This design comes from an exercise in tuning for small area and a short achievable clock period on the open sky130 flow, not from production work. Where RTL was checked, it was by simulation tests only, not by an equivalence proof against the original. The RTL of runs 1 and 2 was laid out without a check of its function. Power figures rest on the tool's default switching activity, not on a simulated workload.

==> flow/design.v <==
`timescale 1ns/1ps
package fano_pkg;
    localparam int WIN_LEN  = 64;   
    localparam int CODE_MEM = 24;   
    localparam int RX_LEN   = 41;   
    localparam logic [CODE_MEM-1:0] PARITY_TAPS = 24'h9A5C37;
    localparam logic [5:0]          PTR_MAX     = 6'd40;
    localparam int S_INIT     = 0;
    localparam int S_IDLE     = 1;
    localparam int S_METRIC   = 2;
    localparam int S_FORWARD  = 3;
    localparam int S_BACKWARD = 4;
endpackage
`timescale 1ns/1ps
`timescale 1ns/1ps
`timescale 1ns/1ps
`timescale 1ns/1ps
`timescale 1ns/1ps
module fano_decoder (
    input  logic       clk,
    input  logic       nlocal_rst,
    input  logic       i_vld,
    input  logic [1:0] i_branch,
    output logic       o_vld,
    output logic       o_dec_sym
);
    localparam int W = fano_pkg::WIN_LEN;
    localparam int R = fano_pkg::RX_LEN;
    localparam int M = fano_pkg::CODE_MEM;
    logic [R-1:0]   rx_d_q;      
    logic [R-1:0]   rx_p_q;      
    logic [R-1:0]   worse_q;
    logic [W-1:0]   dec_q;
    logic [M:0]     hist_q;      
    logic [5:0]     pointer_q;   
    logic [R-1:0]   worse_n;
    logic [W-1:0]   dec_n;
    logic [M:0]     hist_n;
    logic [5:0]     pointer_n;
    function automatic logic pick_dec(logic [W-1:0] vec, logic [6:0] idx);
        pick_dec = (idx < 7'(W)) ? vec[idx[5:0]] : 1'b0;
    endfunction
    logic [4:0]   state_q;       
    logic [4:0]   state_n;
    logic signed [13:0] tq_q;        
    logic signed [15:0] t_q;
    logic signed [15:0] mc_q;
    logic signed [15:0] mp_q;
    logic signed [15:0] ms;          
    logic signed [15:0] mp_back;     
    logic signed [15:0] mp_upd;
    logic         ms_vld_q;
    logic         mp_vld_q;
    logic         calc_back_q;
    logic         norm_en_q;
    logic [7:0]   fwd_cnt_q;
    logic         t_up;
    logic         t_down;
    logic         metric_norm;
    logic         calc_fwd;
    logic         mv_fwd;
    logic         mv_back;
    logic         mv_invert;
    logic         mv_clear;
    logic         ms_ge_t_q;     
    logic         mp_ge_t_q;     
    logic         mc_lt_tp_q;    
    logic signed [16:0] d_q;     
    logic signed [15:0] sum;     
    logic         ms_ge_t;
    logic         mpb_ge_t;
    logic         t_norm_q;      
    logic         worse_f_q;     
    logic         fenc_vld_q;
    logic         benc_vld_q;
    logic         fbm_vld_q;
    logic         bbm_vld_q;
    logic         tap_q;         
    logic         v_rx_d_q;      
    logic         v_rx_p_q;
    logic         v_worse_q;
    logic         bm_pos_q;      
    logic         bm_n18_q;      
    logic         sym_q;         
    logic [R:0]   dp;            
    logic [7:0]   plo_q;         
    logic [5:0]   phi_q;         
    logic [R-1:0] rsel;          
    logic         r_rx_d, r_rx_p, r_worse;
    logic         v_eq;
    logic signed [15:0] bm;
    always_comb begin
        for (int i = 0; i <= R; i++) dp[i] = plo_q[i % 8] & phi_q[i / 8];
        for (int i = 0; i < R; i++) rsel[i] = calc_back_q ? dp[i] : dp[i+1];
    end
    always_comb begin
        r_rx_d = 1'b0; r_rx_p = 1'b0; r_worse = 1'b0;
        for (int i = 0; i < R; i++) begin
            r_rx_d  = r_rx_d  | (rsel[i] & rx_d_q[i]);
            r_rx_p  = r_rx_p  | (rsel[i] & rx_p_q[i]);
            r_worse = r_worse | (rsel[i] & worse_q[i]);
        end
    end
    always_ff @(posedge clk) begin
        if (!nlocal_rst) begin
            fenc_vld_q <= 1'b0;
            benc_vld_q <= 1'b0;
            fbm_vld_q  <= 1'b0;
            bbm_vld_q  <= 1'b0;
        end else begin
            fenc_vld_q <= calc_fwd;
            benc_vld_q <= calc_back_q;
            fbm_vld_q  <= fenc_vld_q;
            bbm_vld_q  <= benc_vld_q;
        end
    end
    always_ff @(posedge clk) begin
        tap_q <= calc_back_q ? ^(hist_q[M:1] & fano_pkg::PARITY_TAPS)
                             : ^(hist_q[M-1:0] & fano_pkg::PARITY_TAPS);
        if (i_vld && sat) begin
            v_rx_d_q  <= calc_back_q ? rx_d_q[39] : rx_d_q[38];
            v_rx_p_q  <= calc_back_q ? rx_p_q[39] : rx_p_q[38];
            v_worse_q <= calc_back_q ? worse_q[39] : worse_q[38];
        end else begin
            v_rx_d_q  <= r_rx_d;
            v_rx_p_q  <= r_rx_p;
            v_worse_q <= calc_back_q ? r_worse : mv_invert;
        end
        if (fenc_vld_q || benc_vld_q) begin
            bm_pos_q <= v_eq & ~v_worse_q;
            bm_n18_q <= v_eq & v_worse_q;
            sym_q    <= (v_rx_d_q & (v_rx_p_q ^ tap_q)) ^ v_worse_q;
        end
    end
    assign v_eq = (v_rx_d_q == (v_rx_p_q ^ tap_q));
    assign bm   = bm_pos_q ? 16'sd2 : (bm_n18_q ? -16'sd18 : -16'sd8);
    assign t_q = {tq_q, 2'b00};
    function automatic logic [10:0] inc11(logic [10:0] a);
        for (int i = 0; i < 11; i++) inc11[i] = a[i] ^ &(a | (11'h7FF << i));
    endfunction
    function automatic logic [10:0] dec11(logic [10:0] a);
        for (int i = 0; i < 11; i++) dec11[i] = a[i] ^ ~|(a & ~(11'h7FF << i));
    endfunction
    function automatic logic [15:0] add_k(logic [15:0] a, logic [10:0] a_p, logic [10:0] a_m,
                                          logic [4:0] k5, logic kneg);
        logic [5:0] lo;
        lo = {1'b0, a[4:0]} + {1'b0, k5};
        add_k[4:0]  = lo[4:0];
        add_k[15:5] = (kneg == lo[5]) ? a[15:5] : (lo[5] ? a_p : a_m);
    endfunction
    logic [10:0] mc_hp, mc_hm, mp_hp, mp_hm;
    logic [15:0] ms_pos, ms_n18, ms_n8, mb_pos, mb_n18, mb_n8;
    assign mc_hp  = inc11(mc_q[15:5]);
    assign mc_hm  = dec11(mc_q[15:5]);
    assign mp_hp  = inc11(mp_q[15:5]);
    assign mp_hm  = dec11(mp_q[15:5]);
    assign ms_pos = add_k(mc_q, mc_hp, mc_hm, 5'b00010, 1'b0);    
    assign ms_n18 = add_k(mc_q, mc_hp, mc_hm, 5'b01110, 1'b1);    
    assign ms_n8  = add_k(mc_q, mc_hp, mc_hm, 5'b11000, 1'b1);    
    assign mb_pos = add_k(mp_q, mp_hp, mp_hm, 5'b11110, 1'b1);    
    assign mb_n18 = add_k(mp_q, mp_hp, mp_hm, 5'b10010, 1'b0);    
    assign mb_n8  = add_k(mp_q, mp_hp, mp_hm, 5'b01000, 1'b0);    
    assign ms  = bm_pos_q ? ms_pos : (bm_n18_q ? ms_n18 : ms_n8);
    assign sum = ms;
    always_comb begin
        if (fwd_cnt_q == 8'd0) mp_back = 16'sh8000;
        else if (fwd_cnt_q == 8'd1) mp_back = '0;
        else mp_back = bm_pos_q ? mb_pos : (bm_n18_q ? mb_n18 : mb_n8);
    end
    assign mp_upd = bbm_vld_q ? mp_back : mp_q;
    always_comb begin
        if (bm_pos_q) begin
            if (mc_q >= 16'sd32766) ms_ge_t = (d_q >= 17'sd65534);
            else ms_ge_t = (d_q >= -17'sd2);
        end else if (bm_n18_q) begin
            if (mc_q <= -16'sd32751) ms_ge_t = (d_q >= -17'sd65518);
            else ms_ge_t = (d_q >= 17'sd18);
        end else begin
            if (mc_q <= -16'sd32761) ms_ge_t = (d_q >= -17'sd65528);
            else ms_ge_t = (d_q >= 17'sd8);
        end
    end
    always_comb begin
        if (fwd_cnt_q == 8'd0) mpb_ge_t = (tq_q == -14'sd8192);
        else if (fwd_cnt_q == 8'd1) mpb_ge_t = (tq_q <= 14'sd0);
        else if (bm_pos_q) begin
            if (mp_q <= -16'sd32767) mpb_ge_t = (d_q >= -17'sd65534);
            else mpb_ge_t = (d_q >= 17'sd2);
        end else if (bm_n18_q) begin
            if (mp_q >= 16'sd32750) mpb_ge_t = (d_q >= 17'sd65518);
            else mpb_ge_t = (d_q >= -17'sd18);
        end else begin
            if (mp_q >= 16'sd32760) mpb_ge_t = (d_q >= 17'sd65528);
            else mpb_ge_t = (d_q >= -17'sd8);
        end
    end
    always_comb begin
        state_n     = state_q;
        calc_fwd    = 1'b0;
        mv_fwd      = 1'b0;
        mv_back     = 1'b0;
        mv_invert   = 1'b0;
        mv_clear    = 1'b0;
        t_up        = 1'b0;
        t_down      = 1'b0;
        metric_norm = 1'b0;
        if (state_q[fano_pkg::S_INIT]) begin
            if (i_vld) state_n = 5'b00010;
        end
        if (state_q[fano_pkg::S_IDLE]) begin
            if (norm_en_q && t_norm_q) metric_norm = 1'b1;
            if (!dp[0]) begin
                calc_fwd = 1'b1;
                mv_clear = 1'b1;
                state_n  = 5'b00100;
            end
        end
        if (state_q[fano_pkg::S_METRIC]) begin
            if (ms_vld_q) begin
                if (ms_ge_t_q) begin
                    mv_fwd  = 1'b1;
                    state_n = 5'b01000;
                end else if (!d_q[16]) begin
                    mv_back = 1'b1;
                    state_n = 5'b10000;
                end else begin
                    t_down  = 1'b1;
                    state_n = 5'b00010;
                end
            end
        end
        if (state_q[fano_pkg::S_FORWARD]) begin
            if (mc_lt_tp_q) t_up = 1'b1;
            state_n = 5'b00010;
        end
        if (state_q[fano_pkg::S_BACKWARD]) begin
            if (mp_vld_q) begin
                if (worse_f_q) begin
                    if (mp_ge_t_q) begin
                        mv_back = 1'b1;
                    end else begin
                        t_down  = 1'b1;
                        state_n = 5'b00010;
                    end
                end else begin
                    mv_invert = 1'b1;
                    calc_fwd  = 1'b1;
                    state_n   = 5'b00100;
                end
            end
        end
    end
    always_ff @(posedge clk) begin
        if (!nlocal_rst) begin
            state_q     <= 5'b00001;
            tq_q        <= '0;
            mc_q        <= '0;
            mp_q        <= 16'sh8000;
            ms_vld_q    <= 1'b0;
            mp_vld_q    <= 1'b0;
            calc_back_q <= 1'b0;
            norm_en_q   <= 1'b0;
            fwd_cnt_q   <= '0;
            t_norm_q    <= 1'b0;
        end else begin
            state_q     <= state_n;
            ms_vld_q    <= fbm_vld_q;
            mp_vld_q    <= bbm_vld_q;
            calc_back_q <= mv_back;
            if (t_down) begin
                tq_q     <= tq_q - 14'sd1;
                t_norm_q <= (tq_q == 14'sd65);
            end else if (t_up) begin
                tq_q     <= tq_q + 14'sd1;
                t_norm_q <= (tq_q == 14'sd63);
            end else if (metric_norm) begin
                tq_q     <= 14'sd32;
                t_norm_q <= 1'b0;
            end
            if (bbm_vld_q) mp_q <= mp_back;
            else if (mv_fwd) mp_q <= mc_q;
            else if (metric_norm) mp_q <= mp_q >>> 1;
            if (mv_fwd) mc_q <= ms;
            else if (mv_back) mc_q <= mp_q;
            else if (metric_norm) mc_q <= mc_q >>> 1;
            if (mv_fwd && (fwd_cnt_q != 8'hFF)) fwd_cnt_q <= fwd_cnt_q + 1'b1;
            else if (mv_back && (fwd_cnt_q != 8'h00)) fwd_cnt_q <= fwd_cnt_q - 1'b1;
            if (metric_norm) norm_en_q <= 1'b0;
            else if (state_q[fano_pkg::S_METRIC]) norm_en_q <= 1'b1;
        end
    end
    always_ff @(posedge clk) begin
        d_q        <= (fenc_vld_q ? {mc_q[15], mc_q} : {mp_q[15], mp_q}) - {tq_q[13], tq_q, 2'b00};
        ms_ge_t_q  <= ms_ge_t;
        mp_ge_t_q  <= mpb_ge_t;
        if (fbm_vld_q) mc_lt_tp_q <= (d_q <= 17'sd3) && (tq_q != 14'sh1FFF);
        worse_f_q  <= (i_vld && sat) ? worse_q[38] : r_worse;
    end
    logic       sat;         
    logic       p39;
    logic       p38;
    assign sat = dp[40];
    assign p39 = dp[39];
    assign p38 = dp[38];
    logic [5:0]   ptr_nv;        
    logic [5:0]   ptr_v;         
    logic [M:0]   hist_nv, hist_v;
    logic         refill;        
    always_comb begin
        if (mv_fwd) ptr_nv = pointer_q - 6'd1;
        else if (mv_back && !sat) ptr_nv = pointer_q + 6'd1;
        else ptr_nv = pointer_q;
        if (sat) ptr_v = mv_fwd ? 6'd39 : 6'd40;
        else if (mv_fwd) ptr_v = pointer_q;
        else if (mv_back) ptr_v = p39 ? 6'd40 : pointer_q + 6'd2;
        else ptr_v = pointer_q + 6'd1;
    end
    assign pointer_n = i_vld ? ptr_v : ptr_nv;
    logic [W-1:0] dec_w;
    logic [R-1:0] worse_w;
    always_comb begin
        dec_w   = dec_q;
        worse_w = worse_q;
        for (int i = 0; i < R; i++) begin
            if (mv_fwd && dp[i+1]) dec_w[i] = sym_q;
            if ((mv_invert || mv_clear) && dp[i+1]) worse_w[i] = mv_invert;
            if (i + 2 <= R) begin
                if (mv_fwd && dp[(i + 2 <= R) ? i + 2 : R]) worse_w[i] = 1'b0;
            end
        end
    end
    assign dec_n   = i_vld ? {dec_w[W-2:0], 1'b0} : dec_w;
    assign worse_n = i_vld ? {worse_w[R-2:0], 1'b0} : worse_w;
    always_comb begin
        refill = 1'b0;
        for (int i = 0; i + 25 < W; i++) refill = refill | (dp[i] & dec_q[i+25]);
    end
    always_comb begin
        hist_nv = hist_q;
        if (mv_fwd) hist_nv = {hist_q[M-1:0], sym_q};
        else if (mv_back && !sat) hist_nv = {refill, hist_q[M:1]};
        if ((sat & ~mv_fwd) | (p39 & mv_back)) hist_nv[M] = 1'b0;
        hist_v = hist_q;
        if (mv_fwd) hist_v = sat ? {hist_q[M-2:0], sym_q, dec_q[38]} : {hist_q[M-1:0], sym_q};
        else if (sat) hist_v = {hist_q[M-1:0], dec_q[39]};
        else if (mv_back && !p39) hist_v = {refill, hist_q[M:1]};
        if (((sat | p39) & ~mv_fwd) | (p38 & mv_back)) hist_v[M] = 1'b0;
    end
    assign hist_n = i_vld ? hist_v : hist_nv;
    always_ff @(posedge clk) begin
        if (!nlocal_rst) begin
            pointer_q <= '0;
            plo_q     <= 8'd1;
            phi_q     <= 6'd1;
            dec_q     <= '0;
            worse_q   <= '0;
            hist_q    <= '0;
            o_vld     <= 1'b0;
        end else begin
            pointer_q <= pointer_n;
            plo_q     <= 8'd1 << pointer_n[2:0];
            phi_q     <= 6'd1 << pointer_n[5:3];
            dec_q     <= dec_n;
            worse_q   <= worse_n;
            hist_q    <= hist_n;
            o_vld     <= i_vld;
        end
    end
    always_ff @(posedge clk) begin
        if (i_vld) begin
            rx_d_q    <= {rx_d_q[R-2:0], i_branch[1]};
            rx_p_q    <= {rx_p_q[R-2:0], i_branch[0]};
            o_dec_sym <= dec_q[W-1];
        end
    end
endmodule
==> flow/run.sh <==
#!/bin/bash
# synth_recipe.tcl (not shown) runs the flow's synth.tcl, then flattens the netlist and writes it again
# the make line also repeats each setting of config.mk as NAME=value (left out here)
make -C /OpenROAD-flow-scripts/flow DESIGN_CONFIG=/design/flow/config.mk WORK_HOME=/design/flow/orfs CLKGATE_MAP_FILE= SYNTH_SCRIPT=/design/flow/synth_recipe.tcl finish
==> flow/config.mk <==
export PLATFORM = sky130hd
export DESIGN_NAME = fano_decoder
export DESIGN_NICKNAME = fano_decoder
export VERILOG_FILES = /design/flow/design.v
export SDC_FILE = /design/flow/constraint.sdc
export NUM_CORES = 4
export LEC_CHECK = 0
export CAP_MARGIN = 20
export CORE_MARGIN = 2
export CORE_UTILIZATION = 40
export CTS_BUF_LIST = sky130_fd_sc_hd__clkbuf_16
export CTS_CLUSTER_DIAMETER = 100
export CTS_CLUSTER_SIZE = 20
export SETUP_SLACK_MARGIN = 4.7
export SLEW_MARGIN = 20
==> flow/constraint.sdc <==
create_clock -name core_clock -period 7.0 [get_ports {clk}]
set_input_delay 1.4000 -clock core_clock [delete_from_list [all_inputs] [get_ports {clk}]]
set_output_delay 1.4000 -clock core_clock [all_outputs]
set_load 0.01 [all_outputs]
==> results of run 1 <==
## registers in the layout, summed over array words and instances (netlist names), 5 cells and up
name       count
state_q        5
plo_q          8
phi_q          6
d_q           16
mc_q          16
pointer_q      6
rx_p_q        41
worse_q       41
fwd_cnt_q      8
rx_d_q        41
dec_q         64
mp_q          16
tq_q          14
hist_q        25
## worst paths after layout
kind / start / end / slack, ps / cells after the start
worst max register to register: fenc_vld_q / d_q[14] / 4500 / 10
worst max-delay path: fenc_vld_q / d_q[14] / 4500 / 10
worst min-delay path: rx_d_q[35] / rx_d_q[36] / 460 / 0
worst min register to register: rx_d_q[35] / rx_d_q[36] / 460 / 0
## routing by layer
layer | GRT usage, % | wire, µm | vias to the layer above
met3 | 2.91 | 4360 | 121
met4 | 7.50 | 2030 | 0
met1 | 31.1 | 24200 | 8093
met2 | 39.4 | 27300 | 776
li1 | - | - | 7760
met5 | 0 | 0 | -
## worst max-delay path: stages (launching register included)
cell and delay [ps]:
sky130_fd_sc_hd__dfxtp_4 430, sky130_fd_sc_hd__buf_8 150, sky130_fd_sc_hd__mux2i_4 250, sky130_fd_sc_hd__ha_4 170
sky130_fd_sc_hd__fa_2 200, sky130_fd_sc_hd__nand2b_4 140, sky130_fd_sc_hd__a21oi_4 70, sky130_fd_sc_hd__o21ba_4 200
sky130_fd_sc_hd__o31a_1 290, sky130_fd_sc_hd__o41ai_2 330, sky130_fd_sc_hd__xnor2_1 140
## cell usage in the layout, fill, tap and decap left out, drive strengths merged, types with 14 or more instances in the layout
| cell type | count |
|---|---|
| nor4 | 16 |
| and3 | 20 |
| a31oi | 18 |
| o211a | 23 |
| a21oi | 139 |
| mux2i | 123 |
| dfxtp | 242 |
| o21ai | 144 |
| a32oi | 18 |
| nand2 | 150 |
| edfxtp | 87 |
| o21a | 14 |
| nor2 | 234 |
| nand3 | 115 |
| inv | 60 |
| xnor2 | 39 |
| a22o | 22 |
| a22oi | 39 |
| nand4 | 22 |
| clkbuf | 25 |
| buf | 76 |
| and2 | 57 |
| ha | 41 |
| mux2 | 23 |
| o22ai | 36 |
| nor3 | 50 |
| a211oi | 54 |
## repair_timing
action | CTS | global route
setup buffers | 32 | 14
setup endpoints to repair | 251 | 87
pin swaps | 14 | 25
gates resized for setup | 93 | 81
gates cloned | 13 | 1
## per-stage QoR
step | std cells | cell area (µm²) | hold WS (ps) | util [%] | worst slack, ps
finish | 2683 | 20800 | 457 | 45.7 | 4500
global route | 2683 | 20800 | 463 | 45.7 | 4390
CTS | 2668 | 20300 | 453 | 44.6 | 4500
detailed placement | 2591 | 18800 | 433 | 41.4 | 3030
global placement | 2591 | 18800 | 430 | 41.4 | 3080
floorplan | 2136 | 18700 | 426 | - | 4410
## final cells by class
type | count | share of cell area, %
multi-input combinational | 1581 | 51.4
tap | 600 | 3.61
sequential | 329 | 36.1
inverter | 52 | 1.04
clock buffer | 20 | 2.41
clock inverter | 12 | 0.307
timing repair buffer | 89 | 5.11
## power groups by stage
| stage | registers (mW) | clock network [mW] | logic, mW |
|---|---|---|---|
| after floorplan | 2.07 | 0 | 0.192 |
| after global placement | 2.09 | 0 | 0.254 |
| after detailed placement | 2.10 | 0 | 0.258 |
| after CTS | 2.05 | 1.23 | 0.297 |
| after global routing | 2.06 | 1.28 | 0.333 |
| final | 2.05 | 1.20 | 0.312 |
## kinds of logic (layout without fill, tap and decap cells)
group                    count (synthesis)  after routing
adder cells (fa/ha/maj)                 44             44
flip-flops                             329            329
XOR/XNOR                                50             51
AO/OA/AOI/OAI                          614            615
AND/OR/NAND/NOR                        722            724
buffers and inverters                  230            173
multiplexers                           147            147
==> metrics.cfg, run 1 <==
[synthesis]
async_flop_share_pct = 0
netlist-cell-type-count = 96
post_synth_most_frequent_cells = sky130_fd_sc_hd__dfxtp_1 (242), sky130_fd_sc_hd__nor2_1 (231), sky130_fd_sc_hd__nand2_1 (149)
ys_ff_latch = 329
synth-edff-count = 87
yosysTopAreaCell = sky130_fd_sc_hd__dfxtp_1
combinational_family_with_the_most_area_after_synthesis = compound AO/OA/AOI/OAI gates
post_synth_instance_area_um2 = 18500
ys_seq_area_share_pct = 40.4
post_synth.cell_area_avg_um2 = 8.65
ys.warnings.count = 1
post_synth_main_area_contributors = sky130_fd_sc_hd__dfxtp_1 (26%), sky130_fd_sc_hd__edfxtp_1 (14%), sky130_fd_sc_hd__mux2i_1 (6.7%)
synth-adder-area-share_pct = 2.99
share_of_the_synthesized_netlist_area_taken_by_xor_and_xnor_gates_pct = 2.37
synthSimpleGateAreaFrac_pct = 18.7
synth_top_flop_cell = sky130_fd_sc_hd__dfxtp_1
synth_compound_gate_area_share_pct = 22.3
post_synth_mux_area_share_pct = 8.21
yosys.area.top_type_share_pct = 26.2
synth_cells = 2136
post-synth-top-count-cell = sky130_fd_sc_hd__dfxtp_1
syn-num-nets = 2183

[drt]
ant_nets = 0
detail_route.wl_per_cell_um = 21.6
detail_route.wirelength_um = 57900
avgViaCountPerCell = 6.24
drcViolationCount = 0
via_count = 16750
dr.first_iter.drc_count = 1765
drt-pass1-iter-count = 6

[cells_and_area]
layout.filler_cells = 4399
ff_latch_area_um2 = 7490
final_layout_size_suffix_gt1_share_pct = 12.5
area_delta_synth_final_pct = 12.5
multiInputGateArea_um2 = 10700
insertedDiodeCount = 0
num-nets-final = 2120

[global_routing]
globalRouteOverflowTotal = 0
grt_first_pass_wirelength_um = 89600
global_route.usage.total_pct = 23.4
grt_max_degree = 74
grt_antenna_before_repair = 0
first_global_vias = 15716

[floorplan]
die_width_um = 219
ioPinCount = 7
placement_rows = 78
placeableCoreArea_um2 = 45500
die_area_um2 = 47900
floorplan.initialDensity_pct = 40.6
fp.dieH_um = 219

[timing]
finalHoldViolCount = 0
maxSlewViolCount = 0
worst_pin_slew_ps = 708
unrepaired_setup_endpoints_after_global_routing = true
timing.clock.skew_ps = 27.2
report.final.setup_viol = 0
totalNegativeSetupSlack_ps = 0
fin_crit_sh_pct = 35.7
period_needed_ps = 2500
slew-limit-headroom_pct = 52.8
max_freq_mhz = 400

[placement]
gpl.final_weighted_congestion = 0.892
number_of_buffers_inserted_by_port_buffering = 6
detailed_place_hpwl_um = 34700

[clock_tree]
cts_buffer_depth = 3
htree_num_levels = 1
clk-insertion-delay-late_ps = 570
cts_tree = yes
hold_fix_buffers_at_cts = 0
cts_num_sinks = 329
post_cts_clock_slew_at_the_launch_and_capture_registers_of_the_worst_setup_and_hold_paths_ps = 90
cts_inserted_buffers = 20
clock-root-buffer = sky130_fd_sc_hd__clkbuf_16

[power]
p_per_area_nw_per_um2 = 172
p_sw_share_pct = 25.6
clock_power_share_pct = 33.6
total_leakage_power_nw = 7.58
power_frac_seq_pct = 57.6
intPower_mw = 2.65
post_route_total_power_mw = 3.57
netSwitchingPower_uw = 911
comb_power_share_pct = 8.8
max-vdd-ir-drop_uv = 165

[worst_setup_path]
worst-endpoint-required_ps = 7430
timing_worst_setup_path_type = reg2reg
setup.worst_path.end_class = flop
crit_path_start_kind = flop
path_max_fanout = 6
critical_path_arrival_ps = 2920

[worst_hold_path]
hold_path_class = reg2reg

[job]
max_cap_violations = 0

[run_status]
run_status = no timing/DRC/antenna violations

==> inputs of run 2 (changes only) <==
--- a/flow/design.v
+++ b/flow/design.v
@@ -34,3 +34,2 @@
     logic [M:0]     hist_q;      
-    logic [5:0]     pointer_q;   
     logic [R-1:0]   worse_n;
@@ -38,3 +37,2 @@
     logic [M:0]     hist_n;
-    logic [5:0]     pointer_n;
     function automatic logic pick_dec(logic [W-1:0] vec, logic [6:0] idx);
@@ -85,4 +83,4 @@
     logic [R:0]   dp;            
-    logic [7:0]   plo_q;         
-    logic [5:0]   phi_q;         
+    logic [7:0]   plo_q;
+    logic [5:0]   phi_q;
     logic [R-1:0] rsel;          
@@ -304,16 +302,40 @@
     assign p38 = dp[38];
-    logic [5:0]   ptr_nv;        
-    logic [5:0]   ptr_v;         
     logic [M:0]   hist_nv, hist_v;
     logic         refill;        
+    logic [7:0]   plo_n, plo_nv, plo_v;
+    logic [5:0]   phi_n, phi_nv, phi_v;
+    logic [7:0]   plo_dn, plo_up, plo_up2;
+    logic         v_hold, v_up2;
+    assign plo_dn  = {plo_q[0], plo_q[7:1]};
+    assign plo_up  = {plo_q[6:0], plo_q[7]};
+    assign plo_up2 = {plo_q[5:0], plo_q[7:6]};
     always_comb begin
-        if (mv_fwd) ptr_nv = pointer_q - 6'd1;
-        else if (mv_back && !sat) ptr_nv = pointer_q + 6'd1;
-        else ptr_nv = pointer_q;
-        if (sat) ptr_v = mv_fwd ? 6'd39 : 6'd40;
-        else if (mv_fwd) ptr_v = pointer_q;
-        else if (mv_back) ptr_v = p39 ? 6'd40 : pointer_q + 6'd2;
-        else ptr_v = pointer_q + 6'd1;
+        if (mv_fwd) begin
+            plo_nv = plo_dn;
+            phi_nv = plo_q[0] ? {1'b0, phi_q[5:1]} : phi_q;
+        end else if (mv_back && !sat) begin
+            plo_nv = plo_up;
+            phi_nv = plo_q[7] ? {phi_q[4:0], 1'b0} : phi_q;
+        end else begin
+            plo_nv = plo_q;
+            phi_nv = phi_q;
+        end
+        v_hold = sat | mv_fwd;
+        v_up2  = mv_back & ~p39;
+        if (sat && mv_fwd) begin
+            plo_v = plo_dn;
+            phi_v = {1'b0, phi_q[5:1]};
+        end else if (v_hold) begin
+            plo_v = plo_q;
+            phi_v = phi_q;
+        end else if (v_up2) begin
+            plo_v = plo_up2;
+            phi_v = (plo_q[6] | plo_q[7]) ? {phi_q[4:0], 1'b0} : phi_q;
+        end else begin
+            plo_v = plo_up;
+            phi_v = plo_q[7] ? {phi_q[4:0], 1'b0} : phi_q;
+        end
     end
-    assign pointer_n = i_vld ? ptr_v : ptr_nv;
+    assign plo_n = i_vld ? plo_v : plo_nv;
+    assign phi_n = i_vld ? phi_v : phi_nv;
     logic [W-1:0] dec_w;
@@ -351,3 +373,2 @@
         if (!nlocal_rst) begin
-            pointer_q <= '0;
             plo_q     <= 8'd1;
@@ -359,5 +380,4 @@
         end else begin
-            pointer_q <= pointer_n;
-            plo_q     <= 8'd1 << pointer_n[2:0];
-            phi_q     <= 6'd1 << pointer_n[5:3];
+            plo_q     <= plo_n;
+            phi_q     <= phi_n;
             dec_q     <= dec_n;
--- a/flow/config.mk
+++ b/flow/config.mk
@@ -13,3 +13,3 @@
 export CTS_CLUSTER_SIZE = 20
-export SETUP_SLACK_MARGIN = 4.7
+export SETUP_SLACK_MARGIN = 4.5
 export SLEW_MARGIN = 20
==> run 2 against run 1 <==
Still clean on timing, DRC and antenna. Clock skew down 3.5 ps. Wire length fell by 4.1%. Setup slack got worse by 68 ps. Combinational power fell by 12%. Cell count fell by 0.30%. Critical path type is now reg2out. Critical endpoint is now o_dec_sym. Highest routed layer unchanged.
==> metrics.cfg, run 2 <==
[timing]
worst_pin_slew_ps = 855  ; +148 ps
maxSlewViolCount = 0  ; unchanged
fin_crit_sh_pct = 36.6  ; +0.97 points
finalHoldViolCount = 0  ; unchanged
worst_slack_ps = 4440  ; -67.7 ps
slew-limit-headroom_pct = 43.0  ; -9.9 points
period_needed_ps = 2560  ; +67.7 ps
timing.clock.skew_ps = 23.7  ; -3.51 ps
hold_ws_ps = 460  ; +3.19 ps
totalNegativeSetupSlack_ps = 0  ; unchanged
report.final.setup_viol = 0  ; unchanged
max_freq_mhz = 390  ; -2.6%
unrepaired_setup_endpoints_after_global_routing = true

[worst_hold_path]
hold_path_startpoint = rx_p_q[15]
holdPathEnd = rx_p_q[16]
worst_hold_path.num_cells = 0  ; unchanged
hold_path_class = reg2reg

[placement]
total_cell_area_at_the_placement_stage_um2 = 18700  ; -0.72%
placed_cells_incl_taps = 2619  ; +1.1%
gpl.final_weighted_congestion = 0.866  ; -3.0%
number_of_buffers_inserted_by_port_buffering = 6  ; unchanged
detailed_place_hpwl_um = 34000  ; -2.0%
dpl_worst_slack_ps = 3090  ; +57.8 ps

[synthesis]
ys_ff_latch = 323  ; -1.8%
ys_seq_area_share_pct = 39.9  ; -0.47 points
netlist-cell-type-count = 89  ; -7.3%
async_flop_share_pct = 0  ; unchanged
post_synth.cell_area_avg_um2 = 8.46  ; -2.1%
post_synth_instance_area_um2 = 18400  ; -0.45%
yosys.area.top_type_share_pct = 25.7  ; -0.53 points
post_synth_main_area_contributors = sky130_fd_sc_hd__dfxtp_1 (26%), sky130_fd_sc_hd__edfxtp_1 (14%), sky130_fd_sc_hd__mux2i_1 (6.6%)
synth_cells = 2172  ; +1.7%
synth_top_flop_cell = sky130_fd_sc_hd__dfxtp_1
synth-edff-count = 87  ; unchanged
yosysTopAreaCell = sky130_fd_sc_hd__dfxtp_1
syn-num-nets = 2214  ; +1.4%
ys.warnings.count = 1  ; unchanged
post_synth_most_frequent_cells = sky130_fd_sc_hd__dfxtp_1 (236), sky130_fd_sc_hd__nor2_1 (231), sky130_fd_sc_hd__nand2_1 (178)
post-synth-top-count-cell = sky130_fd_sc_hd__dfxtp_1

[clock_tree]
hold_fix_buffers_at_cts = 0  ; unchanged
htree_num_levels = 1  ; unchanged
cts_num_sinks = 323  ; -1.8%
clk-insertion-delay-late_ps = 550  ; -20 ps
cts_tree = yes
cts_buffer_depth = 3  ; unchanged
clock-root-buffer = sky130_fd_sc_hd__clkbuf_16
cts_inserted_buffers = 20  ; unchanged
post_cts_clock_slew_at_the_launch_and_capture_registers_of_the_worst_setup_and_hold_paths_ps = 90  ; about the same

[global_routing]
globalRouteOverflowTotal = 0  ; unchanged
grt_first_pass_wirelength_um = 88700  ; -0.99%
first_global_vias = 16018  ; +1.9%
grt_antenna_before_repair = 0  ; unchanged
global_route.usage.total_pct = 23.0  ; -0.43 points
grt_max_degree = 79  ; +6.8%

[power]
max-vdd-ir-drop_uv = 129  ; -22%
p_per_area_nw_per_um2 = 177  ; +2.9%
total_leakage_power_nw = 7.15  ; -5.6%

[worst_setup_path]
critical_path_arrival_ps = 1160  ; -1760 ps
timing.critical_path.max_delay_family = flip-flops
ff2ff_path_depth = 7  ; -3
path_max_fanout = 1  ; -5
critical-path-slowest-cell = sky130_fd_sc_hd__edfxtp_1
cpPeakStageDelay_ps = 440  ; about the same
worst_r2r_startpoint = calc_back_q
reg_to_reg_setup_timing_slack_ps = 4570  ; +70 ps
setup.worst_path.end_class = output pin
worstPathCellList = buf_2
timing_worst_setup_path_type = reg2out
rr_endpoint = v_worse_q
timing.critical_path.buf_inv = 1  ; unchanged
crit_path_start_kind = flop
worst-endpoint-required_ps = 5600  ; -1830 ps

[drt]
avgViaCountPerCell = 6.19  ; -0.83%
detail_route.wirelength_um = 55600  ; -4.1%
via_count = 16562  ; -1.1%
wl_met2_um = 25500  ; -6.5%
metal_1_wl_um = 24700  ; +1.9%
topRoutingLayerUsed = met4
ant_nets = 0  ; unchanged
route.met3.wl_um = 3620  ; -17%
dr.first_iter.drc_count = 1884  ; +6.7%
detail_route.wl_per_cell_um = 20.8  ; -3.8%
drcViolationCount = 0  ; unchanged
drt-pass1-iter-count = 5  ; -1

[floorplan]
die_area_um2 = 47700  ; -0.45%
ioPinCount = 7  ; unchanged
floorplan.initialDensity_pct = 40.5  ; -0.097 points
die_width_um = 218  ; -0.22%
placeableCoreArea_um2 = 45400  ; -0.21%
placement_rows = 78  ; unchanged
fp.dieH_um = 218  ; -0.22%

[cells_and_area]
final_cell_mix = sky130_fd_sc_hd__nor2_1 (225), sky130_fd_sc_hd__dfxtp_1 (221), sky130_fd_sc_hd__nand2_1 (174), sky130_fd_sc_hd__nand3_1 (143), sky130_fd_sc_hd__a21oi_1 (141)
area_delta_synth_final_pct = 8.15
insertedDiodeCount = 0  ; unchanged
largest_register_ff_count = 64  ; unchanged
num-nets-final = 2108  ; -0.57%
final_layout_size_suffix_gt1_share_pct = 9.25  ; -3.3 points
final-instance-count-excl-fill = 2675  ; -0.30%
layout_commonest_cell = sky130_fd_sc_hd__nor2_1
final_design_area_no_fill_um2 = 19900  ; -4.3%
largest-register = dec_q

[job]
max_cap_violations = 0  ; unchanged

[run_status]
run_status = no timing/DRC/antenna violations

## run 2: final cells by class
type / instances / area [µm²]
Clock inverter: 10 / 52.6
Fill cell: 4464 / 25500
Timing Repair Buffer: 58 / 607
Multi-Input combinational cell: 1622 / 10400
Tap cell: 600 / 751
Clock buffer: 21 / 526
Sequential cell: 323 / 7360
Inverter: 41 / 161
## run 2: worst max path at each step
stage                    from     endpoint  cells after the start
global placement        i_vld     phi_q[0]                      8
global route        o_dec_sym    o_dec_sym                      1
floorplan               i_vld  worse_q[40]                      5
CTS                 o_dec_sym    o_dec_sym                      1
detailed placement      i_vld   hist_q[15]                      7
finish              o_dec_sym    o_dec_sym                      1
## run 2: timing repair
action / in CTS / in global routing
endpoints found under the setup margin: 238 / 145
pin swaps: 8 / 10
gates cloned: 6 / 1
buffers inserted: 7 / 11
resized for setup: 66 / 43
## run 2: cell families after synthesis
kind of cell | count (synthesis) | synth area share (%)
AND/OR/NAND/NOR | 796 | 20.8
AO/OA/AOI/OAI | 593 | 21.3
flip-flops | 323 | 39.9
buffers and inverters | 230 | 5.00
multiplexers | 143 | 8.00
XOR/XNOR | 45 | 2.14
adder cells (fa/ha/maj) | 42 | 2.84
## run 2: per-stage QoR
stage	utilization, %	power (mW)
4_1_cts	43.2	3.53
6_report	43.8	3.51
5_1_grt	43.8	3.63
2_1_floorplan	-	2.22
3_5_place_dp	41.2	2.31
3_3_place_gp	41.2	2.31
## run 2: per-layer routing
layer / vias up / global-route usage [%]
met5: - / 0
met3: 124 / 3.76
met1: 8021 / 31.2
met4: 0 / 8.07
met2: 639 / 36.8
li1: 7778 / -
## run 2: report_power, final
group          total (mW)  switching, mW  internal [mW]
Sequential           2.02         0.0433           1.98
Combinational       0.273          0.180         0.0927
Clock                1.22          0.674          0.547
Total                3.51          0.897           2.61
==> inputs of run 3 (changes only) <==
--- a/flow/design.v
+++ b/flow/design.v
@@ -304,38 +304,27 @@
     logic         refill;        
-    logic [7:0]   plo_n, plo_nv, plo_v;
-    logic [5:0]   phi_n, phi_nv, phi_v;
-    logic [7:0]   plo_dn, plo_up, plo_up2;
-    logic         v_hold, v_up2;
-    assign plo_dn  = {plo_q[0], plo_q[7:1]};
-    assign plo_up  = {plo_q[6:0], plo_q[7]};
-    assign plo_up2 = {plo_q[5:0], plo_q[7:6]};
+    logic         pm1, pz, pp1, pp2;       
+    logic         p_up, p_dn;              
+    logic [7:0]   plo_n;
+    logic [5:0]   phi_n;
     always_comb begin
-        if (mv_fwd) begin
-            plo_nv = plo_dn;
-            phi_nv = plo_q[0] ? {1'b0, phi_q[5:1]} : phi_q;
-        end else if (mv_back && !sat) begin
-            plo_nv = plo_up;
-            phi_nv = plo_q[7] ? {phi_q[4:0], 1'b0} : phi_q;
+        pm1 = 1'b0; pz = 1'b0; pp1 = 1'b0; pp2 = 1'b0;
+        if (i_vld) begin
+            if (sat) begin
+                if (mv_fwd) pm1 = 1'b1;
+                else pz = 1'b1;
+            end else if (mv_fwd) pz = 1'b1;
+            else if (mv_back && !p39) pp2 = 1'b1;
+            else pp1 = 1'b1;
         end else begin
-            plo_nv = plo_q;
-            phi_nv = phi_q;
-        end
-        v_hold = sat | mv_fwd;
-        v_up2  = mv_back & ~p39;
-        if (sat && mv_fwd) begin
-            plo_v = plo_dn;
-            phi_v = {1'b0, phi_q[5:1]};
-        end else if (v_hold) begin
-            plo_v = plo_q;
-            phi_v = phi_q;
-        end else if (v_up2) begin
-            plo_v = plo_up2;
-            phi_v = (plo_q[6] | plo_q[7]) ? {phi_q[4:0], 1'b0} : phi_q;
-        end else begin
-            plo_v = plo_up;
-            phi_v = plo_q[7] ? {phi_q[4:0], 1'b0} : phi_q;
+            if (mv_fwd) pm1 = 1'b1;
+            else if (mv_back && !sat) pp1 = 1'b1;
+            else pz = 1'b1;
         end
+        for (int i = 0; i < 8; i++)
+            plo_n[i] = (pm1 & plo_q[(i + 1) % 8]) | (pz & plo_q[i]) |
+                       (pp1 & plo_q[(i + 7) % 8]) | (pp2 & plo_q[(i + 6) % 8]);
+        p_up  = (pp1 & plo_q[7]) | (pp2 & (plo_q[6] | plo_q[7]));
+        p_dn  = pm1 & plo_q[0];
+        phi_n = p_up ? {phi_q[4:0], 1'b0} : (p_dn ? {1'b0, phi_q[5:1]} : phi_q);
     end
-    assign plo_n = i_vld ? plo_v : plo_nv;
-    assign phi_n = i_vld ? phi_v : phi_nv;
     logic [W-1:0] dec_w;
==> run 3 against run 2 <==
Global-route usage fell by 0.33 points. Maximum frequency up 0.71%. Clock-buffer cell count shrank 1. Sequential power barely moved. Critical path type unchanged. Largest cell class unchanged. Largest power group unchanged.
==> metrics.cfg, run 3 <==
[floorplan]
fp.dieH_um = 216  ; -1.2%
placeableCoreArea_um2 = 44200  ; -2.6%
placement_rows = 77  ; -1.3%
ioPinCount = 7  ; unchanged
die_area_um2 = 46600  ; -2.4%
die_width_um = 216  ; -1.2%
floorplan.initialDensity_pct = 40.6  ; +0.055 points

[worst_setup_path]
timing_worst_setup_path_type = reg2out
path_max_fanout = 1  ; unchanged
worstPathCellList = buf_2
worst-endpoint-required_ps = 5600  ; about the same
ff2ff_path_depth = 7  ; unchanged
timing.critical_path.buf_inv = 1  ; unchanged
reg_to_reg_setup_timing_slack_ps = 4530  ; -40 ps
crit_path_start_kind = flop
critical_path_arrival_ps = 1150  ; about the same
worst_r2r_startpoint = phi_q[2]
rr_endpoint = v_worse_q
critical-path-slowest-cell = sky130_fd_sc_hd__edfxtp_1
timing.critical_path.max_delay_family = flip-flops
cpPeakStageDelay_ps = 420  ; -20 ps
setup.worst_path.end_class = output pin

[job]
max_cap_violations = 0  ; unchanged

[timing]
period_needed_ps = 2550  ; -18.2 ps
worst_pin_slew_ps = 1010  ; +158 ps
max_freq_mhz = 393  ; +0.71%
maxSlewViolCount = 0  ; unchanged
timing.clock.skew_ps = 42.3  ; +18.5 ps
unrepaired_setup_endpoints_after_global_routing = true
slew-limit-headroom_pct = 32.3  ; -11 points
totalNegativeSetupSlack_ps = 0  ; unchanged
fin_crit_sh_pct = 36.4  ; -0.26 points
finalHoldViolCount = 0  ; unchanged
report.final.setup_viol = 0  ; unchanged

[drt]
detail_route.wl_per_cell_um = 21.1  ; +1.6%
drcViolationCount = 0  ; unchanged
via_count = 16017  ; -3.3%
drt-pass1-iter-count = 6  ; +1
ant_nets = 0  ; unchanged
avgViaCountPerCell = 6.18  ; -0.12%
dr.first_iter.drc_count = 1795  ; -4.7%
detail_route.wirelength_um = 54700  ; -1.6%

[worst_hold_path]
hold_path_startpoint = rx_p_q[27]
hold_path_class = reg2reg
holdPathEnd = rx_p_q[28]
worst_hold_path.num_cells = 0  ; unchanged

[synthesis]
async_flop_share_pct = 0  ; unchanged
synth-edff-count = 87  ; unchanged
post-synth-top-count-cell = sky130_fd_sc_hd__dfxtp_1
yosysTopAreaCell = sky130_fd_sc_hd__dfxtp_1
netlist-cell-type-count = 89  ; unchanged
post_synth.cell_area_avg_um2 = 8.59  ; +1.5%
ys_ff_latch = 323  ; unchanged
post_synth_main_area_contributors = sky130_fd_sc_hd__dfxtp_1 (26%), sky130_fd_sc_hd__edfxtp_1 (15%), sky130_fd_sc_hd__mux2i_1 (6.2%)
synth_cells = 2089  ; -3.8%
post_synth_instance_area_um2 = 17900  ; -2.4%
synth_top_flop_cell = sky130_fd_sc_hd__dfxtp_1
post_synth_most_frequent_cells = sky130_fd_sc_hd__dfxtp_1 (236), sky130_fd_sc_hd__nor2_1 (235), sky130_fd_sc_hd__nand2_1 (174)
syn-num-nets = 2133  ; -3.7%
yosys.area.top_type_share_pct = 26.3  ; +0.64 points
ys_seq_area_share_pct = 40.9  ; +0.99 points
ys.warnings.count = 1  ; unchanged

[run_status]
run_status = no timing/DRC/antenna violations

[cells_and_area]
largest-register = dec_q
final_layout_size_suffix_gt1_share_pct = 9.36  ; +0.11 points
final_design_area_no_fill_um2 = 19500  ; -1.8%
final_cell_mix = sky130_fd_sc_hd__nor2_1 (234), sky130_fd_sc_hd__dfxtp_1 (215), sky130_fd_sc_hd__nand2_1 (170), sky130_fd_sc_hd__a21oi_1 (129), sky130_fd_sc_hd__nand3_1 (112)
layout_commonest_cell = sky130_fd_sc_hd__nor2_1
largest_register_ff_count = 64  ; unchanged
insertedDiodeCount = 0  ; unchanged
layout.filler_cells = 4297  ; -3.7%
num-nets-final = 2032  ; -3.6%
area_delta_synth_final_pct = 8.87

[global_routing]
globalRouteOverflowTotal = 0  ; unchanged
grt_antenna_before_repair = 0  ; unchanged
grt_first_pass_wirelength_um = 85800  ; -3.3%
grt_max_degree = 91  ; +15%
first_global_vias = 15041  ; -6.1%
global_route.usage.total_pct = 22.6  ; -0.33 points

[clock_tree]
cts_tree = yes
cts_inserted_buffers = 20  ; unchanged
clk-insertion-delay-late_ps = 570  ; +20 ps
cts_num_sinks = 323  ; unchanged
clock-root-buffer = sky130_fd_sc_hd__clkbuf_16
htree_num_levels = 1  ; unchanged
post_cts_clock_slew_at_the_launch_and_capture_registers_of_the_worst_setup_and_hold_paths_ps = 90  ; about the same
cts_buffer_depth = 3  ; unchanged

[power]
max-vdd-ir-drop_uv = 161  ; +25%
p_per_area_nw_per_um2 = 173  ; -2.0%
total_leakage_power_nw = 7.13  ; -0.34%

[placement]
number_of_buffers_inserted_by_port_buffering = 6  ; unchanged
gpl.final_weighted_congestion = 0.868  ; +0.22%
detailed_place_hpwl_um = 33400  ; -1.7%
total_cell_area_at_the_placement_stage_um2 = 18300  ; -2.2%

==> run 3: cell types whose count changed after synthesis, sizes merged, moves of 9 or more <==
cell and change:
a21oi -12, a22oi +14, buf -17, clkbuf +9
mux2i -10, nand3 -29, nor3 -9, o21ai -23
==> run 3: worst max-delay path by stage <==
stage,endpoint,cells after the start,slack [ps],from
2_1_floorplan,phi_q[1],7,4300,i_vld
3_3_place_gp,hist_q[2],6,3080,i_vld
3_5_place_dp,hist_q[15],6,2990,i_vld
4_1_cts,o_dec_sym,1,4400,o_dec_sym
5_1_grt,tq_q[8],5,4400,nlocal_rst
6_report,o_dec_sym,1,4450,o_dec_sym
==> run 3: kinds of logic after synthesis <==
group                      synth area share (%)
and+or+nand+nor                            19.6
AOI/OAI and AO/OA                          21.7
DFF                                        40.9
buffers and inverters                      4.84
muxes                                      7.70
xor gates and xnor gates                   2.20
adders and majority gates                  3.04
==> run 3: power by group <==
part | leakage [nW] | switching, mW | internal, mW
combinational | 4.05 | 0.112 | 0.0547
sequential | 2.77 | 0.0304 | 1.97
clock | 0.308 | 0.687 | 0.528
total | 7.13 | 0.830 | 2.55
==> run 3: what timing repair did <==
item | in CTS | in global routing
endpoints found under the setup margin | 247 | 77
gates cloned | 5 | 2
buffers inserted | 7 | 11
gates resized for setup | 66 | 52
hold buffers | 0 | 0
pin swaps | 6 | 10
==> run 3: final cells by class <==
| type | instances | area (µm²) | area share, % |
|---|---|---|---|
| repair buffers | 54 | 519 | 2.66 |
| clock inverters | 12 | 73.8 | 0.378 |
| well taps | 592 | 741 | 3.79 |
| flip-flops and latches | 323 | 7370 | 37.7 |
| inverters | 45 | 223 | 1.14 |
| multi-input cells | 1544 | 10100 | 51.7 |
| clock buffers | 20 | 500 | 2.56 |
==> run 3: worst register-to-register path, cell delays in order, from the launching register on <==
cell and delay, ps:
sky130_fd_sc_hd__dfxtp_2 460, sky130_fd_sc_hd__buf_4 310, sky130_fd_sc_hd__a22oi_1 410, sky130_fd_sc_hd__o22ai_1 200, sky130_fd_sc_hd__a2111oi_4 220, sky130_fd_sc_hd__nand4_1 180
sky130_fd_sc_hd__nor4b_4 430, sky130_fd_sc_hd__a21oi_2 140
==> run 3: per-stage QoR <==
stage	cells	setup slack, ps	hold WS (ps)	total power [mW]	util (%)
after floorplan	2089	4300	418	2.14	-
after global placement	2533	3080	430	2.19	41.4
after detailed placement	2533	2990	435	2.19	41.4
after CTS	2577	4400	453	3.40	43.4
after global routing	2590	4400	464	3.49	44.2
final	2590	4450	452	3.38	44.2
==> run 3: metal layers <==
layer / track usage (%) / share of wire [%] / wire [µm]
met1: 31.7 / 45 / 24500
met2: 36.6 / 46 / 25200
met3: 2.48 / 6.1 / 3360
met4: 6.97 / 2.9 / 1590
met5: 0 / 0 / 0
==> inputs of run 4 (changes only) <==
--- a/flow/config.mk
+++ b/flow/config.mk
@@ -13,2 +13,3 @@
 export CTS_CLUSTER_SIZE = 20
+export PLACE_DENSITY = 0.7
 export SETUP_SLACK_MARGIN = 4.5
==> run 4 against run 3 <==
Critical path depth increased by 5. Clock skew decreased by 14 ps. Sequential share of layout area increased by 0.10 points. Power decreased by 0.84%. Largest cell class unchanged. Highest routed layer unchanged.
==> metrics.cfg, run 4 <==
[run_status]
run_status = no timing/DRC/antenna violations

[cells_and_area]
num-nets-final = 2039  ; +0.34%
layout_commonest_cell = sky130_fd_sc_hd__nor2_1
final_layout_size_suffix_gt1_share_pct = 9.03  ; -0.33 points
layout.filler_cells = 4182  ; -2.7%
final_cell_mix = sky130_fd_sc_hd__nor2_1 (234), sky130_fd_sc_hd__dfxtp_1 (220), sky130_fd_sc_hd__nand2_1 (169), sky130_fd_sc_hd__a21oi_1 (131), sky130_fd_sc_hd__nand3_1 (112)
largest-register = dec_q
final-instance-count-excl-fill = 2596  ; +0.23%
final_util_pct = 44.0  ; -0.13 points
insertedDiodeCount = 0  ; unchanged
largest_register_ff_count = 64  ; unchanged
final_design_area_no_fill_um2 = 19500  ; -0.29%
area_delta_synth_final_pct = 8.56

[synthesis]
post_synth_instance_area_um2 = 17900  ; unchanged
synth_cells = 2089  ; unchanged
ys_ff_latch = 323  ; unchanged
synth-edff-count = 87  ; unchanged
synth_top_flop_cell = sky130_fd_sc_hd__dfxtp_1
netlist-cell-type-count = 89  ; unchanged
syn-num-nets = 2133  ; unchanged
post_synth_main_area_contributors = sky130_fd_sc_hd__dfxtp_1 (26%), sky130_fd_sc_hd__edfxtp_1 (15%), sky130_fd_sc_hd__mux2i_1 (6.2%)
post_synth_most_frequent_cells = sky130_fd_sc_hd__dfxtp_1 (236), sky130_fd_sc_hd__nor2_1 (235), sky130_fd_sc_hd__nand2_1 (174)
post-synth-top-count-cell = sky130_fd_sc_hd__dfxtp_1
ys_seq_area_share_pct = 40.9  ; unchanged
yosys.area.top_type_share_pct = 26.3  ; unchanged
post_synth.cell_area_avg_um2 = 8.59  ; unchanged
async_flop_share_pct = 0  ; unchanged
yosysTopAreaCell = sky130_fd_sc_hd__dfxtp_1
ys.warnings.count = 1  ; unchanged

[worst_setup_path]
crit_path_start_kind = primary input
timing_worst_setup_path_type = in2reg
critical_path_arrival_ps = 2910  ; +1760 ps
setup.worst_path.end_class = flop
worst-endpoint-required_ps = 7430  ; +1830 ps
path_max_fanout = 30  ; +29

[worst_hold_path]
hold_path_class = reg2reg

[placement]
gpl.final_weighted_congestion = 0.893  ; +3.0%
number_of_buffers_inserted_by_port_buffering = 6  ; unchanged
total_cell_area_at_the_placement_stage_um2 = 18300  ; unchanged
detailed_place_hpwl_um = 32200  ; -3.6%
placed_cells_incl_taps = 2533  ; unchanged
dpl_worst_slack_ps = 3180  ; +189 ps

[timing]
worst_slack_ps = 4520  ; +69.2 ps
period_needed_ps = 2480  ; -69.2 ps
unrepaired_setup_endpoints_after_global_routing = true
slew-limit-headroom_pct = 32.6  ; +0.37 points
fin_crit_sh_pct = 35.4  ; -0.99 points
timing.clock.skew_ps = 28.1  ; -14.2 ps
finalHoldViolCount = 0  ; unchanged
maxSlewViolCount = 0  ; unchanged
max_freq_mhz = 404  ; +2.8%
report.final.setup_viol = 0  ; unchanged
totalNegativeSetupSlack_ps = 0  ; unchanged
worst_pin_slew_ps = 1010  ; -5.30 ps

[power]
comb_power_share_pct = 4.9  ; about the same
total_leakage_power_nw = 7.13  ; about the same
max-vdd-ir-drop_uv = 137  ; -15%
intPower_mw = 2.55  ; about the same
p_per_area_nw_per_um2 = 172  ; -0.55%
clock_power_share_pct = 35.4  ; -0.6 points
p_sw_share_pct = 24.0  ; -0.59 points
netSwitchingPower_uw = 803  ; -3.2%
power_frac_seq_pct = 59.6  ; +0.5 points

[floorplan]
die_area_um2 = 46600  ; unchanged
ioPinCount = 7  ; unchanged
floorplan.initialDensity_pct = 40.6  ; unchanged
fp.dieH_um = 216  ; unchanged
placeableCoreArea_um2 = 44200  ; unchanged
placement_rows = 77  ; unchanged
die_width_um = 216  ; unchanged

[global_routing]
grt_antenna_before_repair = 0  ; unchanged
first_global_vias = 15156  ; +0.76%
grt_first_pass_wirelength_um = 82800  ; -3.4%
globalRouteOverflowTotal = 0  ; unchanged
global_route.usage.total_pct = 21.5  ; -1.1 points
grt_max_degree = 85  ; -6.6%

[drt]
drt-pass1-iter-count = 7  ; +1
via_count = 16410  ; +2.5%
drcViolationCount = 0  ; unchanged
detail_route.wirelength_um = 52200  ; -4.5%
detail_route.wl_per_cell_um = 20.1  ; -4.7%
avgViaCountPerCell = 6.32  ; +2.2%
ant_nets = 0  ; unchanged
dr.first_iter.drc_count = 1997  ; +11%

[clock_tree]
cts_tree = yes
cts_num_sinks = 323  ; unchanged
htree_num_levels = 1  ; unchanged
clock-root-buffer = sky130_fd_sc_hd__clkbuf_16
clk-insertion-delay-late_ps = 560  ; about the same
cts_inserted_buffers = 20  ; unchanged
post_cts_clock_slew_at_the_launch_and_capture_registers_of_the_worst_setup_and_hold_paths_ps = 80  ; about the same
cts_buffer_depth = 3  ; unchanged
hold_fix_buffers_at_cts = 0  ; unchanged

[job]
max_cap_violations = 0  ; unchanged

==> run 4: cell types whose count changed in the layout (fill, tap and decap cells not counted), moves of 4 or more <==
cell / previous run / this run
sky130_fd_sc_hd__o21ai_0: 103 / 108
sky130_fd_sc_hd__dfxtp_2: 19 / 12
sky130_fd_sc_hd__o21ai_1: 12 / 6
sky130_fd_sc_hd__buf_4: 35 / 44
sky130_fd_sc_hd__dfxtp_1: 215 / 220
sky130_fd_sc_hd__ha_1: 34 / 38
==> run 4: cells by family after synthesis <==
logic type | share of synthesized area (%)
flops | 40.9
fa+ha+maj | 3.04
simple gates | 19.6
xor+xnor | 2.20
buf+inv | 4.84
compound gates | 21.7
mux | 7.70
==> run 4: timing repair <==
action,4_1_cts,5_1_grt
buffers inserted,13,12
endpoints found under the setup margin,265,144
pin swaps,7,4
cloned,4,3
resized for setup,54,41
endpoints found under the hold margin,0,0
==> run 4: power groups by stage <==
stage / Sequential, mW / Combinational [mW] / Clock (mW)
2_1_floorplan: 2.03 / 0.111 / 0
3_3_place_gp: 2.04 / 0.150 / 0
3_5_place_dp: 2.04 / 0.153 / 0
4_1_cts: 2.00 / 0.158 / 1.21
5_1_grt: 2.00 / 0.179 / 1.28
6_report: 2.00 / 0.165 / 1.19
==> run 4: layout make-up <==
type / count / area, µm² / share of cell area [%]
clock buffers: 20 / 500 / 2.57
clock inverters: 11 / 65.1 / 0.334
inverters: 45 / 228 / 1.17
multi-input cells: 1545 / 10000 / 51.6
flip-flops and latches: 323 / 7370 / 37.8
well taps: 592 / 741 / 3.80
repair buffers: 59 / 517 / 2.65
repair inverters: 1 / 11.3 / 0.0578
==> run 4: metal layers <==
metal  global-route usage [%]  wire, µm  vias up
met5                        0         0        -
met4                     7.01      1340        0
met3                     3.27      4910      104
met2                     33.5     23700      893
met1                     30.4     22300     7884
li1                         -         -     7529
==> run 4: final timing paths <==
kind / start / depth (start not counted) / end / slack, ps
worst max register to register: fenc_vld_q / 9 / d_q[16] / 4540
worst max-delay path: i_vld / 6 / hist_q[24] / 4520
worst min-delay path: rx_p_q[16] / 0 / rx_p_q[17] / 460
worst min register to register: rx_p_q[16] / 0 / rx_p_q[17] / 460
==> run 4: critical path, stage by stage <==
cell and delay [ps]:
sky130_fd_sc_hd__clkbuf_16 200, sky130_fd_sc_hd__nand2_8 190, sky130_fd_sc_hd__nand2_4 200, sky130_fd_sc_hd__a221oi_2 360
sky130_fd_sc_hd__nand4_1 230, sky130_fd_sc_hd__a41o_1 280
==> run 4: metrics by stage <==
stage                     total power, mW  hold WS [ps]
after global routing                 3.46           465
after detailed placement             2.19           435
after floorplan                      2.14           418
after global placement               2.19           431
after CTS                            3.36           457
final                                3.35           458
==> inputs of run 5 (changes only) <==
--- a/flow/design.v
+++ b/flow/design.v
@@ -6,3 +6,2 @@
     localparam logic [CODE_MEM-1:0] PARITY_TAPS = 24'h9A5C37;
-    localparam logic [5:0]          PTR_MAX     = 6'd40;
     localparam int S_INIT     = 0;
@@ -37,5 +36,2 @@
     logic [M:0]     hist_n;
-    function automatic logic pick_dec(logic [W-1:0] vec, logic [6:0] idx);
-        pick_dec = (idx < 7'(W)) ? vec[idx[5:0]] : 1'b0;
-    endfunction
     logic [4:0]   state_q;       
@@ -43,3 +39,2 @@
     logic signed [13:0] tq_q;        
-    logic signed [15:0] t_q;
     logic signed [15:0] mc_q;
@@ -48,3 +43,2 @@
     logic signed [15:0] mp_back;     
-    logic signed [15:0] mp_upd;
     logic         ms_vld_q;
@@ -66,3 +60,2 @@
     logic signed [16:0] d_q;     
-    logic signed [15:0] sum;     
     logic         ms_ge_t;
@@ -88,3 +81,8 @@
     logic         v_eq;
-    logic signed [15:0] bm;
+    logic         sat;           
+    logic         p39;
+    logic         p38;
+    assign sat = dp[40];
+    assign p39 = dp[39];
+    assign p38 = dp[38];
     always_comb begin
@@ -133,4 +131,2 @@
     assign v_eq = (v_rx_d_q == (v_rx_p_q ^ tap_q));
-    assign bm   = bm_pos_q ? 16'sd2 : (bm_n18_q ? -16'sd18 : -16'sd8);
-    assign t_q = {tq_q, 2'b00};
     function automatic logic [10:0] inc11(logic [10:0] a);
@@ -161,3 +157,2 @@
     assign ms  = bm_pos_q ? ms_pos : (bm_n18_q ? ms_n18 : ms_n8);
-    assign sum = ms;
     always_comb begin
@@ -167,3 +162,2 @@
     end
-    assign mp_upd = bbm_vld_q ? mp_back : mp_q;
     always_comb begin
@@ -296,8 +290,2 @@
     end
-    logic       sat;         
-    logic       p39;
-    logic       p38;
-    assign sat = dp[40];
-    assign p39 = dp[39];
-    assign p38 = dp[38];
     logic [M:0]   hist_nv, hist_v;
--- a/flow/config.mk
+++ b/flow/config.mk
@@ -13,4 +13,4 @@
 export CTS_CLUSTER_SIZE = 20
-export PLACE_DENSITY = 0.7
 export SETUP_SLACK_MARGIN = 4.5
 export SLEW_MARGIN = 20
+export TNS_END_PERCENT = 20
==> run 5 against run 4 <==
Register-to-register slack worse by 70 ps. Final area up 0.61%. Wire length rose by 4.2%. Via count shrank 1.4%. Flip-flop and latch count is the same. Sequential power is essentially flat. Largest cell class unchanged.
==> metrics.cfg, run 5 <==
[cells_and_area]
largest-register = dec_q
final_layout_size_suffix_gt1_share_pct = 9.60  ; +0.57 points
final_cell_mix = sky130_fd_sc_hd__nor2_1 (234), sky130_fd_sc_hd__dfxtp_1 (214), sky130_fd_sc_hd__nand2_1 (168), sky130_fd_sc_hd__a21oi_1 (129), sky130_fd_sc_hd__nand3_1 (112)
layout_commonest_cell = sky130_fd_sc_hd__nor2_1
insertedDiodeCount = 0  ; unchanged
largest_register_ff_count = 64  ; unchanged
area_delta_synth_final_pct = 9.22
num-nets-final = 2033  ; -0.29%

[drt]
dr.first_iter.drc_count = 1716  ; -14%
avgViaCountPerCell = 6.24  ; -1.2%
via_count = 16177  ; -1.4%
detail_route.wl_per_cell_um = 21.0  ; +4.4%
drt-pass1-iter-count = 8  ; +1
drcViolationCount = 0  ; unchanged
ant_nets = 0  ; unchanged
detail_route.wirelength_um = 54400  ; +4.2%

[clock_tree]
post_cts_clock_slew_at_the_launch_and_capture_registers_of_the_worst_setup_and_hold_paths_ps = 80  ; about the same
cts_tree = yes
clock-root-buffer = sky130_fd_sc_hd__clkbuf_16
clk-insertion-delay-late_ps = 560  ; about the same
htree_num_levels = 1  ; unchanged
cts_buffer_depth = 3  ; unchanged
cts_inserted_buffers = 20  ; unchanged
cts_num_sinks = 323  ; unchanged

[worst_setup_path]
critical-path-slowest-cell = sky130_fd_sc_hd__edfxtp_1
worstPathCellList = clkdlybuf4s15_2
timing.critical_path.buf_inv = 1  ; unchanged
worst_r2r_startpoint = bm_pos_q
timing_worst_setup_path_type = reg2out
crit_cells = 1  ; -5
critical_path_arrival_ps = 1160  ; -1750 ps
rr_endpoint = mp_q[12]
ff2ff_path_depth = 7  ; -2
worst-endpoint-required_ps = 5600  ; -1830 ps
timing.critical_path.max_delay_family = flip-flops
reg_to_reg_setup_timing_slack_ps = 4470  ; -70 ps
setup.worst_path.end_class = output pin
path_max_fanout = 1  ; -97%
crit_path_start_kind = flop
cpPeakStageDelay_ps = 380  ; +20 ps

[timing]
finalHoldViolCount = 0  ; unchanged
period_needed_ps = 2560  ; +86.0 ps
totalNegativeSetupSlack_ps = 0  ; unchanged
worst_pin_slew_ps = 1080  ; +74.6 ps
slew-limit-headroom_pct = 27.7  ; -5.0 points
hold_ws_ps = 459  ; +1.55 ps
timing.clock.skew_ps = 18.6  ; -9.53 ps
report.final.setup_viol = 0  ; unchanged
fin_crit_sh_pct = 36.6  ; +1.2 points
unrepaired_setup_endpoints_after_global_routing = true
max_freq_mhz = 390  ; -3.4%
maxSlewViolCount = 0  ; unchanged

[synthesis]
post_synth.cell_area_avg_um2 = 8.59  ; unchanged
post_synth_most_frequent_cells = sky130_fd_sc_hd__dfxtp_1 (236), sky130_fd_sc_hd__nor2_1 (235), sky130_fd_sc_hd__nand2_1 (174)
synth-edff-count = 87  ; unchanged
netlist-cell-type-count = 89  ; unchanged
async_flop_share_pct = 0  ; unchanged
yosysTopAreaCell = sky130_fd_sc_hd__dfxtp_1
post_synth_main_area_contributors = sky130_fd_sc_hd__dfxtp_1 (26%), sky130_fd_sc_hd__edfxtp_1 (15%), sky130_fd_sc_hd__mux2i_1 (6.2%)
ys.warnings.count = 1  ; unchanged
synth_cells = 2089  ; unchanged
post-synth-top-count-cell = sky130_fd_sc_hd__dfxtp_1
yosys.area.top_type_share_pct = 26.3  ; unchanged
syn-num-nets = 2133  ; unchanged
ys_seq_area_share_pct = 40.9  ; unchanged
post_synth_instance_area_um2 = 17900  ; unchanged
synth_top_flop_cell = sky130_fd_sc_hd__dfxtp_1
ys_ff_latch = 323  ; unchanged

[floorplan]
ioPinCount = 7  ; unchanged
placeableCoreArea_um2 = 44200  ; unchanged
floorplan.initialDensity_pct = 40.6  ; unchanged
fp.dieH_um = 216  ; unchanged
die_area_um2 = 46600  ; unchanged
die_width_um = 216  ; unchanged
placement_rows = 77  ; unchanged

[global_routing]
grt_max_degree = 78  ; -8.2%
global_route.usage.total_pct = 22.5  ; +0.98 points
globalRouteOverflowTotal = 0  ; unchanged
grt_antenna_before_repair = 0  ; unchanged
first_global_vias = 15170  ; +0.092%
grt_first_pass_wirelength_um = 85400  ; +3.1%

[worst_hold_path]
hold_path_startpoint = rx_p_q[34]
worst_hold_path.num_cells = 0  ; unchanged
holdPathEnd = rx_p_q[35]
hold_path_class = reg2reg

[power]
total_leakage_power_nw = 7.18  ; +0.57%
max-vdd-ir-drop_uv = 149  ; +8.7%
post_route_total_power_mw = 3.37  ; +0.71%
p_per_area_nw_per_um2 = 172  ; about the same

[placement]
number_of_buffers_inserted_by_port_buffering = 6  ; unchanged
gpl.final_weighted_congestion = 0.857  ; -4.1%
detailed_place_hpwl_um = 33000  ; +2.3%

[job]
max_cap_violations = 0  ; unchanged

[run_status]
run_status = no timing/DRC/antenna violations

run 5: cell type report:
cell class / count / area (µm²)
inverters: 45 / 209
multi-input cells: 1544 / 10100
repair buffers: 55 / 591
clock buffers: 20 / 500
flip-flops and latches: 323 / 7370
fillers: 4311 / 24600
clock inverters: 12 / 67.6
well taps: 592 / 741
run 5: timing repair:
item | CTS | global route
gates resized for setup | 45 | 70
endpoints found under the hold margin | 0 | 0
hold buffers | 0 | 0
endpoints found under the setup margin | 255 | 178
pin swaps | 8 | 13
cloned | 5 | 5
setup buffers | 8 | 11
run 5: per-layer routing:
metal | vias to the layer above | global-route usage [%] | part of all wire (%)
li1 | 7518 | - | -
met1 | 7938 | 32.7 | 46
met2 | 644 | 34.9 | 45
met3 | 77 | 3.00 | 7.5
met4 | 0 | 6.02 | 1.9
met5 | - | 0 | 0
run 5: worst max path at each step:
stage | from | end
after floorplan | i_vld | phi_q[1]
after global placement | i_vld | hist_q[0]
after detailed placement | i_vld | hist_q[11]
after CTS | o_dec_sym | o_dec_sym
after global routing | phi_q[0] | worse_q[6]
final | o_dec_sym | o_dec_sym
run 5: stage by stage:
step,instances,util [%],worst slack (ps),instance area (µm²)
after detailed placement,2530,41.3,2620,18300
after global routing,2591,44.3,4390,19600
final,2591,44.3,4440,19600
after global placement,2530,41.3,2780,18300
after CTS,2575,43.4,4420,19200
after floorplan,2089,-,4290,18000
run 5: report_power, final:
part | switching [mW] | internal [mW]
Sequential | 0.0351 | 1.97
Clock | 0.675 | 0.528
Combinational | 0.110 | 0.0609
Total | 0.820 | 2.55
run 5: kinds of logic after synthesis:
group / share of synthesized area [%]
fa+ha+maj: 3.04
buf+inv: 4.84
compound gates: 21.7
flops: 40.9
simple gates: 19.6
mux: 7.70
xor+xnor: 2.20

-- static timing again, ports no longer ideal --
No port has a modelled driver above. Below, the same layouts with a new extraction and two added sets of constraints. Step 1 sets driving cells, clkbuf_16 on the clock port and buf_2 on the other inputs (assumed; they add their load-dependent delay and slew). Step 2 adds t to the input delays and takes it off the output delays; t is the mean of the earliest and latest rising clock arrival at the registers after step 1. Input paths then give back, and output paths get back, about the clock's delay inside the block. a / b / c = no drivers / after step 1 / after step 2; a / b = the first two.
run	t (ns)	setup slack, ns	hold slack, ns	worst setup path at the end	worst slew at a driven data input, ns
run 1	0.605	4.503 / 4.468 / 3.878	0.457 / 0.457 / 0.457	input to register	0.21
run 2	0.598	4.435 / 4.374 / 3.776	0.460 / 0.460 / 0.460	input to register	0.26
run 3	0.602	4.453 / 4.399 / 3.827	0.452 / 0.452 / 0.452	input to register	0.21
run 4	0.599	4.523 / 4.487 / 3.889	0.458 / 0.458 / 0.458	input to register	0.12
run 5	0.609	4.437 / 4.376 / 3.778	0.459 / 0.459 / 0.459	input to register	0.25
After both steps setup and hold are still met in every run listed.
